Source: an optimization exercise on an open RTL-to-GDS flow (aim: small area). Production flows keep margins and buffers that such runs may drop. Function was checked by simulation only, so behaviour that the tests miss may differ from the original. The clock port is modelled as an ideal driver; clocking choices that lean on that would not hold on a real chip.

==> inputs of run A <==
==> flow/design.v <==
`timescale 1ns/1ps
package hash_pkg;
  localparam logic [1:0] OP_NOP    = 2'd0;
  localparam logic [1:0] OP_SEARCH = 2'd1;
  localparam logic [1:0] OP_INSERT = 2'd2;
  localparam logic [1:0] OP_DELETE = 2'd3;
  localparam logic [2:0] RES_MISS     = 3'd0;   
  localparam logic [2:0] RES_FOUND    = 3'd1;
  localparam logic [2:0] RES_INSERTED = 3'd2;   
  localparam logic [2:0] RES_UPDATED  = 3'd3;   
  localparam logic [2:0] RES_FULL     = 3'd4;
  localparam logic [2:0] RES_DELETED  = 3'd5;
  localparam int KEY_WIDTH       = 16;
  localparam int VAL_WIDTH       = 16;
  localparam int NUM_SLOTS       = 4;
  localparam int SLOT_WIDTH      = KEY_WIDTH + VAL_WIDTH;   
  localparam int LINE_WIDTH      = NUM_SLOTS * SLOT_WIDTH;   
  localparam int SLOT_SEL_WIDTH  = $clog2(NUM_SLOTS);
  localparam int MAX_INDEX_WIDTH = 8;
  localparam int CTX_INDEX_LSB = 0;
  localparam int CTX_DATA_LSB  = MAX_INDEX_WIDTH;
  localparam int CTX_KEY_LSB   = CTX_DATA_LSB + VAL_WIDTH;
  localparam int CTX_OP_LSB    = CTX_KEY_LSB + KEY_WIDTH;
  localparam int CTX_WIDTH     = CTX_OP_LSB + 2;
  localparam int RESULT_WIDTH = 3 + VAL_WIDTH;
endpackage
`timescale 1ns/1ps
module process_engine (
  input  logic        clock,
  input  logic        reset,
  input  logic        input_valid,
  input  logic [1:0]  opcode,
  input  logic [15:0] key,
  input  logic [15:0] wr_data,
  output logic        stall,
  output logic        output_valid,
  output logic [15:0] val_out,
  output logic [2:0]  rescode
);
  localparam int SW = 29;
  localparam int NS = 4;
  localparam int LW = NS * SW;
  localparam int NB = 16;
  logic [LW-1:0] ring [NB];
  logic [3:0]    phase;      
  logic          sweeping;   
  logic          h_valid;
  logic [1:0]    h_op;
  logic [3:0]    h_hash;
  logic [11:0]   h_key;
  logic          h_key_zero;   
  logic [15:0]   h_data;
  logic          is_insert, is_delete;
  logic [NS-1:0] v, m;
  logic          any_hit, any_free, ok_now, fire, we;
  logic [2:0]    code;
  logic [SW-1:0] slot0;
  assign is_insert  = (h_op == 2'd2);
  assign h_key_zero = (h_hash == 4'd0) && (h_key == 12'd0);
  assign is_delete  = (h_op == 2'd3);
  always_comb begin
    for (int s = 0; s < NS; s++) begin
      v[s] = ring[0][s*SW] && !sweeping;
      m[s] = v[s] && (ring[0][s*SW+1 +: 12] == h_key);
    end
  end
  assign any_hit  = |m;
  assign any_free = !(&v);
  always_comb begin
    if (any_hit)                                   ok_now = m[0];
    else if (is_insert && any_free && !h_key_zero) ok_now = !v[0];
    else                                           ok_now = 1'b1;
  end
  assign fire  = h_valid && (phase == h_hash) && ok_now;
  assign stall = h_valid && !fire;
  assign we    = fire && ((is_insert && (any_hit || (any_free && !h_key_zero))) ||
                          (is_delete && any_hit));
  always_comb begin
    case (h_op)
      2'd1:    code = any_hit ? 3'd1 : 3'd0;
      2'd2:    code = any_hit ? 3'd3 : (any_free ? 3'd2 : 3'd4);
      2'd3:    code = any_hit ? 3'd5 : 3'd0;
      default: code = 3'd0;
    endcase
  end
  assign slot0[0]       = we ? !is_delete : v[0];
  assign slot0[1 +: 28] = we ? {h_data, h_key} : ring[0][1 +: 28];
  always_ff @(posedge clock) begin
    for (int i = 0; i < NB - 1; i++) begin
      ring[i] <= ring[i+1];
    end
    for (int s = 1; s < NS; s++) begin
      ring[NB-1][(s-1)*SW]          <= v[s];
      ring[NB-1][(s-1)*SW+1 +: 28]  <= ring[0][s*SW+1 +: 28];
    end
    ring[NB-1][(NS-1)*SW +: SW] <= slot0;
  end
  always_ff @(posedge clock) begin
    if (reset) begin
      phase        <= 4'd0;
      sweeping     <= 1'b1;
      output_valid <= 1'b0;
      h_valid      <= 1'b0;
    end else begin
      phase        <= phase + 4'd1;
      if (&phase) sweeping <= 1'b0;
      output_valid <= fire;
      if (!stall) h_valid <= input_valid && (opcode != 2'd0);
    end
  end
  always_ff @(posedge clock) begin
    if (!stall) begin
      h_op       <= opcode;
      h_hash     <= key[3:0] ^ key[7:4] ^ key[11:8] ^ key[15:12];
      h_key      <= key[11:0];
      h_data     <= wr_data;
    end
    rescode <= code;
  end
  assign val_out = (rescode == 3'd1) ? ring[NB-1][(NS-1)*SW+13 +: 16] : 16'd0;
endmodule
==> flow/flow/run.sh <==
#!/bin/bash
# The standard layout with our own clock tree settings (no dummy loads,
# large leaf clusters), drive-1 port buffers, and combinational cells sized
# down after floorplan so that the repair steps size up only what needs it
set -euo pipefail
export CTS_ARGS="-sink_clustering_enable -repair_clock_nets -dont_use_dummy_load -buf_list \"sky130_fd_sc_hd__clkbuf_8 sky130_fd_sc_hd__clkbuf_16\" -sink_clustering_size 32 -sink_clustering_max_diameter 60 -root_buf sky130_fd_sc_hd__clkbuf_8 -tree_buf sky130_fd_sc_hd__clkbuf_8 -sink_clustering_buffer sky130_fd_sc_hd__clkbuf_16"
export BUFFER_PORTS_ARGS="-buffer_cell sky130_fd_sc_hd__buf_1"
export POST_FLOORPLAN_TCL="$PWD/flow/downsize.tcl"
bash standard.sh > standard_flow.log 2>&1
==> flow/flow/downsize.tcl <==
# Size combinational cells down to drive 1 where the library has that size;
# the later repair steps size up whatever timing, slew or load needs.
set downsized 0
foreach inst [get_cells *] {
  set cell [get_property $inst ref_name]
  if {[regexp {^(sky130_fd_sc_hd__([a-z0-9]+))_([0-9]+)$} $cell -> base kind size]} {
    if {$size > 1 && ![regexp {^(df|edf|sdf|dl|clk|conb|tap|fill|decap|diode|ha|fa|lpflow)} $kind]} {
      set lc [get_lib_cells -quiet */${base}_1]
      if {[llength $lc] > 0} {
        replace_cell $inst ${base}_1
        incr downsized
      }
    }
  }
}
puts "downsized $downsized cells"
==> flow/standard.sh <==
#!/bin/bash
# synth_recipe.tcl (not shown) runs the flow's synth.tcl, then flattens the netlist and writes it again
# the make line also repeats each setting of config.mk as NAME=value (left out here)
make -C /OpenROAD-flow-scripts/flow DESIGN_CONFIG=/design/flow/config.mk WORK_HOME=/design/flow/orfs CLKGATE_MAP_FILE= SYNTH_SCRIPT=/design/flow/synth_recipe.tcl "${@:-finish}"
==> flow/config.mk <==
export PLATFORM = sky130hd
export DESIGN_NAME = process_engine
export DESIGN_NICKNAME = process_engine
export VERILOG_FILES = /design/flow/design.v
export SDC_FILE = /design/flow/constraint.sdc
export NUM_CORES = 4
export LEC_CHECK = 0
export ABC_AREA = 0
export CAP_MARGIN = 20
export CORE_MARGIN = 2
export CORE_UTILIZATION = 70
export SLEW_MARGIN = 20
==> flow/constraint.sdc <==
create_clock -name core_clock -period 5.0 [get_ports {clock}]
set_input_delay 1.0000 -clock core_clock [delete_from_list [all_inputs] [get_ports {clock}]]
set_output_delay 1.0000 -clock core_clock [all_outputs]
set_load 0.01 [all_outputs]
==> run R: changes against run A <==
--- a/flow/design.v
+++ b/flow/design.v
@@ -101,3 +101,2 @@
       sweeping     <= 1'b1;
-      output_valid <= 1'b0;
       h_valid      <= 1'b0;
@@ -106,3 +105,2 @@
       if (&phase) sweeping <= 1'b0;
-      output_valid <= fire;
       if (!stall) h_valid <= input_valid && (opcode != 2'd0);
@@ -117,5 +115,6 @@
     end
-    rescode <= code;
   end
-  assign val_out = (rescode == 3'd1) ? ring[NB-1][(NS-1)*SW+13 +: 16] : 16'd0;
+  assign output_valid = fire;
+  assign rescode      = code;
+  assign val_out      = ((h_op == 2'd1) && m[0]) ? ring[0][13 +: 16] : 16'd0;
 endmodule
==> flow/flow/run.sh (replaced) <==
#!/bin/bash
# The standard layout with our own clock tree settings (no dummy loads,
# large leaf clusters), drive-1 port buffers, and combinational cells sized
# down after floorplan so that the repair steps size up only what needs it
set -euo pipefail
export CTS_ARGS="-sink_clustering_enable -repair_clock_nets -dont_use_dummy_load -buf_list \"sky130_fd_sc_hd__clkbuf_8 sky130_fd_sc_hd__clkbuf_16\" -sink_clustering_size 34 -sink_clustering_max_diameter 60 -root_buf sky130_fd_sc_hd__clkbuf_8 -tree_buf sky130_fd_sc_hd__clkbuf_8 -sink_clustering_buffer sky130_fd_sc_hd__clkbuf_16"
export BUFFER_PORTS_ARGS="-buffer_cell sky130_fd_sc_hd__buf_1"
export POST_FLOORPLAN_TCL="$PWD/flow/downsize.tcl"
bash standard.sh > standard_flow.log 2>&1
==> notes <==
Non-clock buffer count is the same in run A and run R.
In die area, run A and run R hardly differ.
Utilization: run A is higher than run R (0.26 points).
Synthesized cell count: run A is lower than run R (0.29%).
Of run R and run A, run A has the higher maximum frequency (gap 6.9%, measured against run A).
Against run A, the first-iteration DRC count of run R is larger by 6.3%.

port drivers added, routing unchanged:
The flow's constraints put no driver on any port. The routed layouts listed below were extracted and timed again, unchanged, in two steps. Step 1 sets driving cells, clkbuf_16 on the clock port and buf_2 on the other inputs (assumed; they add their load-dependent delay and slew). Step 2 also shifts input and output timing later by t, the mid clock arrival at the registers, as if the neighbouring blocks saw the same clock. Three values: no drivers, after step 1, after step 2; two values: the first two.
run | t, ns | setup WS [ns] | worst setup path after step 2
run A | 0.750 | 1.038 / 0.985 / 1.734 | register to output
run R | 0.744 | 0.746 / 0.687 / 1.431 | register to output
After both steps setup and hold are still met in every run listed.
